This is an optimization exercise on Yosys and OpenROAD, whose aim is small area, a short achievable clock period and few clock cycles per item, not a production implementation.
Only simulation tests tie the RTL to the original design; equivalence was not proved.
Power figures rest on the tool's default switching activity, not on a simulated workload.

==> design.v <==
`default_nettype none
package lpht_pkg;
  localparam int unsigned KEY_W    = 31;
  localparam int unsigned PAY_W    = 32;
  localparam int unsigned SLOT_W   = 6;
  localparam int unsigned STATUS_W = 2;
  typedef enum logic {
    OP_INSERT = 1'b0,
    OP_LOOKUP = 1'b1
  } op_e;
  typedef enum logic [STATUS_W-1:0] {
    ST_INSERTED  = 2'd0,
    ST_FOUND     = 2'd1,
    ST_NOT_FOUND = 2'd2,
    ST_FULL      = 2'd3
  } status_e;
  localparam int unsigned STEP_W = 3;
  typedef logic [STEP_W-1:0] step_t;
  localparam step_t S_IDLE   = 3'd0;
  localparam step_t S_HASH   = 3'd1;
  localparam step_t S_READ   = 3'd2;
  localparam step_t S_TEST   = 3'd3;
  localparam step_t S_ADV    = 3'd4;
  localparam step_t S_MISS   = 3'd5;
  localparam step_t S_FINISH = 3'd6;
  localparam step_t S_CLEAR  = 3'd7;
  typedef enum logic [2:0] {
    C_ALWAYS    = 3'd0,
    C_IN_VALID  = 3'd1,
    C_MOD_DONE  = 3'd2,
    C_HIT       = 3'd3,
    C_PROBE_END = 3'd4,
    C_CLR_END   = 3'd5,
    C_OUT_FREE  = 3'd6
  } cond_e;
  typedef struct packed {
    logic  accept;
    logic  load_pos;
    logic  rd;
    logic  advance;
    logic  mark_miss;
    logic  finish;
    logic  clear;
    cond_e cond;
    step_t jmp;
    step_t nxt;
  } ctrl_t;
  typedef struct packed {
    logic in_valid;
    logic mod_done;
    logic hit;
    logic probe_end;
    logic clr_end;
    logic out_free;
  } flags_t;
endpackage
`default_nettype wire
`default_nettype none
module lpht_mod_unit #(
  parameter int unsigned TABLE_SIZE = 64
) (
  input  logic                              clk_i,
  input  logic                              rst_ni,
  input  logic                              start_i,
  input  logic [lpht_pkg::KEY_W-1:0]        key_i,
  output logic                              busy_o,
  output logic [$clog2(TABLE_SIZE)-1:0]     rem_o
);
  localparam int unsigned IDX_W = $clog2(TABLE_SIZE);
  localparam int unsigned RW    = IDX_W + 1;
  localparam int unsigned DIG   = 4;
  localparam int unsigned NSTEP = (lpht_pkg::KEY_W + DIG - 1) / DIG;
  localparam int unsigned SH_W  = NSTEP * DIG;
  localparam int unsigned CW    = (NSTEP > 1) ? $clog2(NSTEP) : 1;
  logic [SH_W-1:0] sh_q;
  logic [RW-1:0]   r_q, r_d;
  logic [CW-1:0]   cnt_q;
  logic            busy_q;
  always_comb begin
    r_d = r_q;
    for (int i = 0; i < DIG; i++) begin
      r_d = {r_d[RW-2:0], sh_q[SH_W-1-i]};
      if (r_d >= RW'(TABLE_SIZE)) begin
        r_d = r_d - RW'(TABLE_SIZE);
      end
    end
  end
  always_ff @(posedge clk_i or negedge rst_ni) begin
    if (!rst_ni) begin
      busy_q <= 1'b0;
      cnt_q  <= '0;
    end else if (start_i) begin
      busy_q <= 1'b1;
      cnt_q  <= '0;
    end else if (busy_q) begin
      if (cnt_q == CW'(NSTEP - 1)) begin
        busy_q <= 1'b0;
      end
      cnt_q <= cnt_q + 1'b1;
    end
  end
  always_ff @(posedge clk_i) begin
    if (start_i) begin
      sh_q <= SH_W'(key_i);
      r_q  <= '0;
    end else if (busy_q) begin
      sh_q <= {sh_q[SH_W-DIG-1:0], {DIG{1'b0}}};
      r_q  <= r_d;
    end
  end
  assign busy_o = busy_q;
  assign rem_o  = r_q[IDX_W-1:0];
endmodule
`default_nettype wire
`default_nettype none
module lpht_seq (
  input  logic             clk_i,
  input  logic             rst_ni,
  input  lpht_pkg::flags_t flags_i,
  output lpht_pkg::ctrl_t  ctrl_o
);
  lpht_pkg::step_t step_q, step_d;
  lpht_pkg::ctrl_t cw;
  logic  take;
  function automatic lpht_pkg::ctrl_t rom(input lpht_pkg::step_t s);
    lpht_pkg::ctrl_t w;
    w = '0;
    unique case (s)
      lpht_pkg::S_IDLE: begin
        w.accept = 1'b1;   w.cond = lpht_pkg::C_IN_VALID;  w.jmp = lpht_pkg::S_HASH;   w.nxt = lpht_pkg::S_IDLE;
      end
      lpht_pkg::S_HASH: begin
        w.load_pos = 1'b1; w.cond = lpht_pkg::C_MOD_DONE;  w.jmp = lpht_pkg::S_READ;   w.nxt = lpht_pkg::S_HASH;
      end
      lpht_pkg::S_READ: begin
        w.rd = 1'b1;       w.cond = lpht_pkg::C_ALWAYS;    w.jmp = lpht_pkg::S_TEST;   w.nxt = lpht_pkg::S_TEST;
      end
      lpht_pkg::S_TEST: begin
        w.cond = lpht_pkg::C_HIT;                          w.jmp = lpht_pkg::S_FINISH; w.nxt = lpht_pkg::S_ADV;
      end
      lpht_pkg::S_ADV: begin
        w.advance = 1'b1;  w.cond = lpht_pkg::C_PROBE_END; w.jmp = lpht_pkg::S_MISS;   w.nxt = lpht_pkg::S_READ;
      end
      lpht_pkg::S_MISS: begin
        w.mark_miss = 1'b1; w.cond = lpht_pkg::C_ALWAYS;   w.jmp = lpht_pkg::S_FINISH; w.nxt = lpht_pkg::S_FINISH;
      end
      lpht_pkg::S_FINISH: begin
        w.finish = 1'b1;   w.cond = lpht_pkg::C_OUT_FREE;  w.jmp = lpht_pkg::S_IDLE;   w.nxt = lpht_pkg::S_FINISH;
      end
      lpht_pkg::S_CLEAR: begin
        w.clear = 1'b1;    w.cond = lpht_pkg::C_CLR_END;   w.jmp = lpht_pkg::S_IDLE;   w.nxt = lpht_pkg::S_CLEAR;
      end
    endcase
    rom = w;
  endfunction
  assign cw = rom(step_q);
  always_comb begin
    unique case (cw.cond)
      lpht_pkg::C_ALWAYS:    take = 1'b1;
      lpht_pkg::C_IN_VALID:  take = flags_i.in_valid;
      lpht_pkg::C_MOD_DONE:  take = flags_i.mod_done;
      lpht_pkg::C_HIT:       take = flags_i.hit;
      lpht_pkg::C_PROBE_END: take = flags_i.probe_end;
      lpht_pkg::C_CLR_END:   take = flags_i.clr_end;
      lpht_pkg::C_OUT_FREE:  take = flags_i.out_free;
      default:     take = 1'b1;
    endcase
  end
  assign step_d = take ? cw.jmp : cw.nxt;
  always_ff @(posedge clk_i or negedge rst_ni) begin
    if (!rst_ni) begin
      step_q <= lpht_pkg::S_CLEAR;
    end else begin
      step_q <= step_d;
    end
  end
  assign ctrl_o = cw;
endmodule
`default_nettype wire
`default_nettype none
module lpht_datapath #(
  parameter int unsigned TABLE_SIZE = 64
) (
  input  logic             clk_i,
  input  logic             rst_ni,
  input  lpht_pkg::ctrl_t  ctrl_i,
  output lpht_pkg::flags_t flags_o,
  input  logic                          in_valid_i,
  output logic                          in_ready_o,
  input  logic                          in_operation_i,
  input  logic [lpht_pkg::KEY_W-1:0]    in_key_i,
  input  logic [lpht_pkg::PAY_W-1:0]    in_payload_i,
  output logic                          out_valid_o,
  input  logic                          out_ready_i,
  output logic [lpht_pkg::STATUS_W-1:0] out_status_o,
  output logic [lpht_pkg::SLOT_W-1:0]   out_slot_o,
  output logic [lpht_pkg::PAY_W-1:0]    out_found_payload_o
);
  localparam int unsigned IDX_W = $clog2(TABLE_SIZE);
  typedef struct packed {
    logic             used;
    logic [lpht_pkg::KEY_W-1:0] key;
    logic [lpht_pkg::PAY_W-1:0] payload;
  } entry_t;
  logic [1+lpht_pkg::KEY_W+lpht_pkg::PAY_W-1:0] mem [TABLE_SIZE];
  entry_t           rd_q;
  entry_t           wdata;
  logic             we;
  lpht_pkg::op_e              op_q;
  logic [lpht_pkg::KEY_W-1:0] key_q;
  logic [lpht_pkg::PAY_W-1:0] pay_q;
  logic             miss_q;
  logic [IDX_W-1:0] pos_q, pos_nxt;
  logic [IDX_W-1:0] cnt_q;
  logic             out_valid_q;
  lpht_pkg::status_e          status_q, status_d;
  logic [lpht_pkg::SLOT_W-1:0] slot_q, slot_d;
  logic [lpht_pkg::PAY_W-1:0] fpay_q, fpay_d;
  logic [lpht_pkg::SLOT_W+IDX_W-1:0] slot_ext;
  logic             acc_fire, fin_fire, out_free, hit;
  logic             mod_busy;
  logic [IDX_W-1:0] mod_rem;
  lpht_mod_unit #(
    .TABLE_SIZE (TABLE_SIZE)
  ) u_mod (
    .clk_i   (clk_i),
    .rst_ni  (rst_ni),
    .start_i (acc_fire),
    .key_i   (in_key_i),
    .busy_o  (mod_busy),
    .rem_o   (mod_rem)
  );
  assign in_ready_o = ctrl_i.accept;
  assign acc_fire    = ctrl_i.accept & in_valid_i;
  assign out_free    = !out_valid_q | out_ready_i;
  assign fin_fire    = ctrl_i.finish & out_free;
  assign pos_nxt = (pos_q == IDX_W'(TABLE_SIZE - 1)) ? '0 : pos_q + 1'b1;
  assign hit     = !rd_q.used | ((op_q == lpht_pkg::OP_LOOKUP) & (rd_q.key == key_q));
  assign flags_o.in_valid  = in_valid_i;
  assign flags_o.mod_done  = !mod_busy;
  assign flags_o.hit       = hit;
  assign flags_o.probe_end = (cnt_q == IDX_W'(TABLE_SIZE - 1));
  assign flags_o.clr_end   = (pos_q == IDX_W'(TABLE_SIZE - 1));
  assign flags_o.out_free  = out_free;
  assign we    = ctrl_i.clear | (fin_fire & !miss_q & (op_q == lpht_pkg::OP_INSERT));
  assign wdata = ctrl_i.clear ? '0 : {1'b1, key_q, pay_q};
  always_ff @(posedge clk_i) begin
    if (we) begin
      mem[pos_q] <= wdata;
    end
    if (ctrl_i.rd) begin
      rd_q <= mem[pos_q];
    end
  end
  assign slot_ext = {{lpht_pkg::SLOT_W{1'b0}}, pos_q};
  always_comb begin
    status_d = lpht_pkg::ST_FOUND;
    slot_d   = '0;
    fpay_d   = '0;
    priority if (miss_q) begin
      status_d = (op_q == lpht_pkg::OP_INSERT) ? lpht_pkg::ST_FULL : lpht_pkg::ST_NOT_FOUND;
    end else if (op_q == lpht_pkg::OP_INSERT) begin
      status_d = lpht_pkg::ST_INSERTED;
      slot_d   = slot_ext[lpht_pkg::SLOT_W-1:0];
    end else if (!rd_q.used) begin
      status_d = lpht_pkg::ST_NOT_FOUND;
    end else begin
      status_d = lpht_pkg::ST_FOUND;
      slot_d   = slot_ext[lpht_pkg::SLOT_W-1:0];
      fpay_d   = rd_q.payload;
    end
  end
  always_ff @(posedge clk_i or negedge rst_ni) begin
    if (!rst_ni) begin
      pos_q       <= '0;
      cnt_q       <= '0;
      miss_q      <= 1'b0;
      out_valid_q <= 1'b0;
    end else begin
      if (ctrl_i.load_pos) begin
        pos_q <= mod_rem;
        cnt_q <= '0;
      end else if (ctrl_i.advance) begin
        pos_q <= pos_nxt;
        cnt_q <= cnt_q + 1'b1;
      end else if (ctrl_i.clear) begin
        pos_q <= pos_nxt;
      end
      if (acc_fire) begin
        miss_q <= 1'b0;
      end else if (ctrl_i.mark_miss) begin
        miss_q <= 1'b1;
      end
      if (fin_fire) begin
        out_valid_q <= 1'b1;
      end else if (out_ready_i) begin
        out_valid_q <= 1'b0;
      end
    end
  end
  always_ff @(posedge clk_i) begin
    if (acc_fire) begin
      op_q  <= lpht_pkg::op_e'(in_operation_i);
      key_q <= in_key_i;
      pay_q <= in_payload_i;
    end
    if (fin_fire) begin
      status_q <= status_d;
      slot_q   <= slot_d;
      fpay_q   <= fpay_d;
    end
  end
  assign out_valid_o        = out_valid_q;
  assign out_status_o       = status_q;
  assign out_slot_o        = slot_q;
  assign out_found_payload_o = fpay_q;
endmodule
`default_nettype wire
`default_nettype none
module linear_probe_hash_table_core #(
  parameter int unsigned TABLE_SIZE = 64
) (
  input  logic       clk_i,
  input  logic       rst_ni,
  input  logic                          in_valid_i,
  output logic                          in_ready_o,
  input  logic                          in_operation_i,
  input  logic [lpht_pkg::KEY_W-1:0]    in_key_i,
  input  logic [lpht_pkg::PAY_W-1:0]    in_payload_i,
  output logic                          out_valid_o,
  input  logic                          out_ready_i,
  output logic [lpht_pkg::STATUS_W-1:0] out_status_o,
  output logic [lpht_pkg::SLOT_W-1:0]   out_slot_o,
  output logic [lpht_pkg::PAY_W-1:0]    out_found_payload_o
);
  lpht_pkg::ctrl_t  ctrl;
  lpht_pkg::flags_t flags;
  lpht_seq u_seq (
    .clk_i   (clk_i),
    .rst_ni  (rst_ni),
    .flags_i (flags),
    .ctrl_o  (ctrl)
  );
  lpht_datapath #(
    .TABLE_SIZE (TABLE_SIZE)
  ) u_dp (
    .clk_i   (clk_i),
    .rst_ni  (rst_ni),
    .ctrl_i  (ctrl),
    .flags_o (flags),
    .in_valid_i          (in_valid_i),
    .in_ready_o          (in_ready_o),
    .in_operation_i      (in_operation_i),
    .in_key_i            (in_key_i),
    .in_payload_i        (in_payload_i),
    .out_valid_o         (out_valid_o),
    .out_ready_i         (out_ready_i),
    .out_status_o        (out_status_o),
    .out_slot_o          (out_slot_o),
    .out_found_payload_o (out_found_payload_o)
  );
endmodule
`default_nettype wire
==> run.sh <==
#!/bin/bash
# synth_recipe.tcl (not shown) runs the flow's synth.tcl, then flattens the netlist and writes it again
# the make line also repeats each setting of config.mk as NAME=value (left out here)
make -C /OpenROAD-flow-scripts/flow DESIGN_CONFIG=/design/flow/config.mk WORK_HOME=/design/flow/orfs CLKGATE_MAP_FILE= SYNTH_SCRIPT=/design/flow/synth_recipe.tcl finish
==> config.mk <==
export PLATFORM = sky130hd
export DESIGN_NAME = linear_probe_hash_table_core
export DESIGN_NICKNAME = linear_probe_hash_table_core
export VERILOG_FILES = /design/flow/design.v
export SDC_FILE = /design/flow/constraint.sdc
export NUM_CORES = 4
export LEC_CHECK = 0
export CAP_MARGIN = 20
export CORE_MARGIN = 2
export CORE_UTILIZATION = 40
export SLEW_MARGIN = 20
export SYNTH_MEMORY_MAX_BITS = 8192
==> constraint.sdc <==
create_clock -name core_clock -period 10.0 [get_ports {clk_i}]
set_input_delay 2.0000 -clock core_clock [delete_from_list [all_inputs] [get_ports {clk_i}]]
set_output_delay 2.0000 -clock core_clock [all_outputs]
set_load 0.01 [all_outputs]
==> results by group <==
Run status
  – Status: complete, no violations

Critical path
  – Worst setup SP type: register
  – Critical-path top delay cell: nor2_4
  – Cell chain of the critical path: buf_4, or2_1, buf_4, nor2_4, buf_4, nand2_1, nor2_4, buf_4
  – Largest stage delay, worst path: 1.06 ns
  – Most frequent CP cell: buf_4
  – Arr. time, crit path: 6.35 ns
  – CP Class: reg -> reg
  – Delay-heaviest family, CP: simple AND/OR/NAND/NOR gates
  – Worst path bufs/invs: 4
  – Required time worst endpoint: 10.59 ns
  – Crit Path Max Fanout: 41
  – Crit path capture type: register

Yosys
  – Post-synth EDFFs: 4,295
  – Ys async rst share: 0.4858%
  – Sequential share of the synthesized area: 78.64%
  – Post-Syn Area per Cell: 18.85 µm²
  – Cell taking the most area after synthesis: edfxtp_1
  – Distinct cells, synth: 72
  – Main synth FF type: edfxtp_1
  – Top-area cell type share of the netlist area: 78.23%
  – Syn nets: 8,824
  – Top post-synthesis cells by area: edfxtp_1 (78%), mux4_2 (3.7%), a221oi_1 (2.9%)
  – Post-Syn Area: 164,900 µm²
  – Synth Register Bits: 4,323
  – Syn. warnings: 3
  – Post-Syn Instances: 8,747

Clock network
  – CTS hold repair buffers: 0
  – Clock Sinks: 4,323
  – Clk slew on worst S/H paths: 0.06 ns
  – CTS tree: yes
  – CTS root buf: clkbuf_16
  – Setup bufs post-CTS: 0
  – H-tree Lvls: 5
  – CTS Buffer Depth: 4
  – CTS buffer count: 427
  – Worst skew pair latency: 0.99 ns
  – Resize count post-CTS: 0

Power
  – Switch share: 36.74%
  – Net switching power: 20.83 mW
  – Seq pwr share: 39.7%
  – P per Cell Area: 302.8 nW/µm²
  – Internal power: 35.87 mW
  – Lkg Pwr: 59.00 nW
  – Combinational power share: 32.7%
  – Max IR drop VDD: 0.3376 mV
  – Power share of the clock group: 27.6%

Timing
  – Setup TNS: 0 ns
  – Setup Viol. Count Final: 0
  – Slew HR: 16.68%
  – Slew at the pin closest to its max-slew limit: 1.238 ns
  – Max frequency: 173.5 MHz
  – WHS: 0.4956 ns
  – Final hold vios: 0
  – Fin Clk Skew: 0.06336 ns
  – Period minus WS final: 5.765 ns
  – Slew Limit Fails: 0
  – RSZ-0062 raised after global routing: no
  – Tcrit/Tclk final: 57.65%

Layout
  – FF+latch area: 129,700 µm²
  – Layout cell share with drive strength beyond 1: 18.01%
  – Final Instance Area: 187,300 µm²
  – Final core occ: 45.65%
  – Final #Nets: 9,118
  – Area grow syn2layout: 13.58%
  – Multi-input combinational cell area: 32,980 µm²
  – Fillers: 34,360

Placement
  – Placed Area: 173,800 µm²
  – Global placer's final weighted congestion: 0.8674
  – Port bufs: 109
  – Post-DP HPWL: 323,900 µm

Floorplan
  – Die height: 646 µm
  – Die area: 417,300 µm²
  – Die Width: 646 µm
  – Site row count: 235
  – Core Region: 410,200 µm²
  – Starting density of the core: 40.19%
  – Ports: 110

Global routing
  – GRT overflow: 0
  – Vias in the first global route: 91,568
  – First-pass GRT wire length: 777,600 µm
  – Initial antenna violation count: 43
  – Total GRT Usage: 26.95%
  – Largest net degree at the start of global routing: 96

Routing
  – DRC Markers: 0
  – Routed WL: 578,000 µm
  – Pre-antenna DRT Iters: 8
  – Mean routed wirelength per cell: 38.93 µm
  – Post-route ant nets: 0
  – DRT iter0 DRCs: 17,231
  – Drt via density: 6.465
  – Vias post-DR: 95,986

Min path
  – Hold crit path type: reg -> reg

Run
  – Max-cap viol count: 0
area by class of cell:
class	instances	area share [%]
diodes	17	0.02272
clock buffers	541	6.013
clock inverters	227	1.142
inverters	11	0.03541
multi-input cells	3816	17.61
flip-flops and latches	4323	69.24
well taps	5451	3.642
repair buffers	462	2.293
worst min-delay path: stages (launching register included):
cell	delay [ns]
edfxtp_1	0.32
nand2_1	0.05
nand2_1	0.05
synth_stat cells, types with 8 or more instances:
master        n
a21oi_1     197
mux2_1       20
o21ai_0     193
buf_2       242
nor2_1      328
a22o_1       73
ha_1          9
o2bb2ai_1    52
and3_1        8
clkbuf_1    197
nand2_1     347
and2_1      113
mux2_2      313
nor2b_1      13
nor3b_1       8
o221ai_1     49
o22ai_1     180
buf_1        60
mux4_2      270
a31oi_1      36
o21a_1        9
a221o_1      84
a22oi_1     323
edfxtp_1   4295
or4_1        15
nand3_1      20
a222oi_1     17
xnor2_1      25
inv_1         9
o211ai_1     20
dfrtp_1      18
mux2i_1     381
buf_4        70
nor3_1        8
a221oi_1    545
o22a_1       22
nand4_1      45
buf_6        28
routing by layer:
metal	wire, µm	vias to the layer above	share of wire (%)	global-route usage [%]
li1	-	36908	-	-
met1	206200	50124	36	35.43
met2	263400	7517	46	41.80
met3	69470	1431	12	5.550
met4	38930	6	6.7	15.38
met5	41	-	0.0071	0.03469
worst paths after layout:
path,from,to,slack (ns),depth (start not counted)
worst min register to register,u_dp.u_mod.sh_q[9]$_DFFE_PP_,u_dp.u_mod.sh_q[13]$_DFFE_PP_,0.50,2
worst max-delay path,u_dp.pos_q[1]$_DFFE_PN0P_,u_dp.mem[48][21]$_DFFE_PP_,4.24,8
max in group asynchronous,rst_ni,u_dp.pos_q[2]$_DFFE_PN0P_,8.51,1
worst min-delay path,u_dp.u_mod.sh_q[9]$_DFFE_PP_,u_dp.u_mod.sh_q[13]$_DFFE_PP_,0.50,2
min in group asynchronous,rst_ni,u_dp.u_mod.cnt_q[2]$_DFFE_PN0P_,1.04,1
worst max register to register,u_dp.pos_q[1]$_DFFE_PN0P_,u_dp.mem[48][21]$_DFFE_PP_,4.24,8
cell families (layout without fill, tap and decap cells):
group                    after synthesis  count (layout)  synth area share (%)
AO/OA/AOI/OAI                       1830            1830                 8.325
XOR/XNOR                              32              32                0.1700
adder cells (fa/ha/maj)                9               9               0.06830
buffers and inverters                608            1241                 1.855
flip-flops                          4323            4323                 78.64
multiplexers                         987             987                 8.303
other                                  0              17                     0
AND/OR/NAND/NOR                      958             958                 2.644
sequential cells by signal, summed over array words and instances (netlist names):
name,flops
u_dp.mem,4096
u_dp.rd_q,64
u_dp.fpay_q,32
u_dp.pay_q,32
u_dp.u_mod.sh_q,32
u_dp.key_q,31
u_dp.cnt_q,6
u_dp.pos_q,6
u_dp.slot_q,6
u_dp.u_mod.r_q,6
u_dp.u_mod.cnt_q,3
u_seq.step_q,3
u_dp.status_q,2
u_dp.miss_q,1
u_dp.op_q,1
u_dp.out_valid_q,1
u_dp.u_mod.busy_q,1
power groups by stage:
| stage | clock network (mW) | logic (mW) | registers (mW) |
|---|---|---|---|
| 2_1_floorplan | 0 | 9.82 | 22.5 |
| 3_3_place_gp | 0 | 17.9 | 22.8 |
| 3_5_place_dp | 0 | 18.1 | 22.8 |
| 4_1_cts | 15.7 | 18.2 | 22.5 |
| 5_1_grt | 16.4 | 18.8 | 22.5 |
| 6_report | 15.7 | 18.5 | 22.5 |
cells in the final DEF (no fill, tap or decap), types with 31 or more instances in the layout:
cell	n
clkbuf_16	432
o2bb2ai_1	52
a21oi_1	196
o221ai_1	49
clkinv_2	63
and2_1	51
a22oi_1	323
clkbuf_1	105
o22ai_1	180
a31oi_1	36
mux2i_1	381
mux2_2	313
clkinv_1	102
a22o_1	73
nand2_1	342
mux4_2	270
clkdlybuf4s50_1	108
bufinv_16	31
buf_12	41
a221oi_1	544
a221o_1	84
buf_4	309
o21ai_0	192
nor2_1	257
and2_2	45
nor2_4	72
nand4_1	45
edfxtp_1	4295
through the flow:
step | cells | setup slack, ns | total power [mW]
after detailed placement | 14061 | 3.586 | 40.94
after floorplan | 8747 | 3.673 | 32.33
final | 14848 | 4.235 | 56.70
after global routing | 14835 | 4.344 | 57.75
after CTS | 14829 | 4.342 | 56.37
after global placement | 14055 | 3.568 | 40.77
Testbench counts, summed over its fixed seeds: cycles 48,965, ops 2,560.

separate check: timing with driven ports:
The results above use ideal ports. As a check the final layout listed here was re-extracted and re-timed, cells and wires unchanged.
Step 1 (the two cells are an assumption about what drives the block):
set clk [get_ports {clk_i}]
set_driving_cell -lib_cell sky130_fd_sc_hd__clkbuf_16 $clk
set_driving_cell -lib_cell sky130_fd_sc_hd__buf_2 [delete_from_list [all_inputs] $clk]
Step 2, shift: input delay + t, output delay - t, t = (earliest + latest rising clock arrival at the registers) / 2. This alone moves slack from input paths to output paths.
Three values: no drivers, after step 1, after step 2; two values: the first two.
shift t [ns]: 1.071
setup slack, ns: 4.235 / 4.235 / 3.500
worst setup path after step 2: input to register
After both steps setup and hold are still met in this run. The setup slack of this run moves by 0.000 ns with the drivers and by -0.735 ns with both steps.
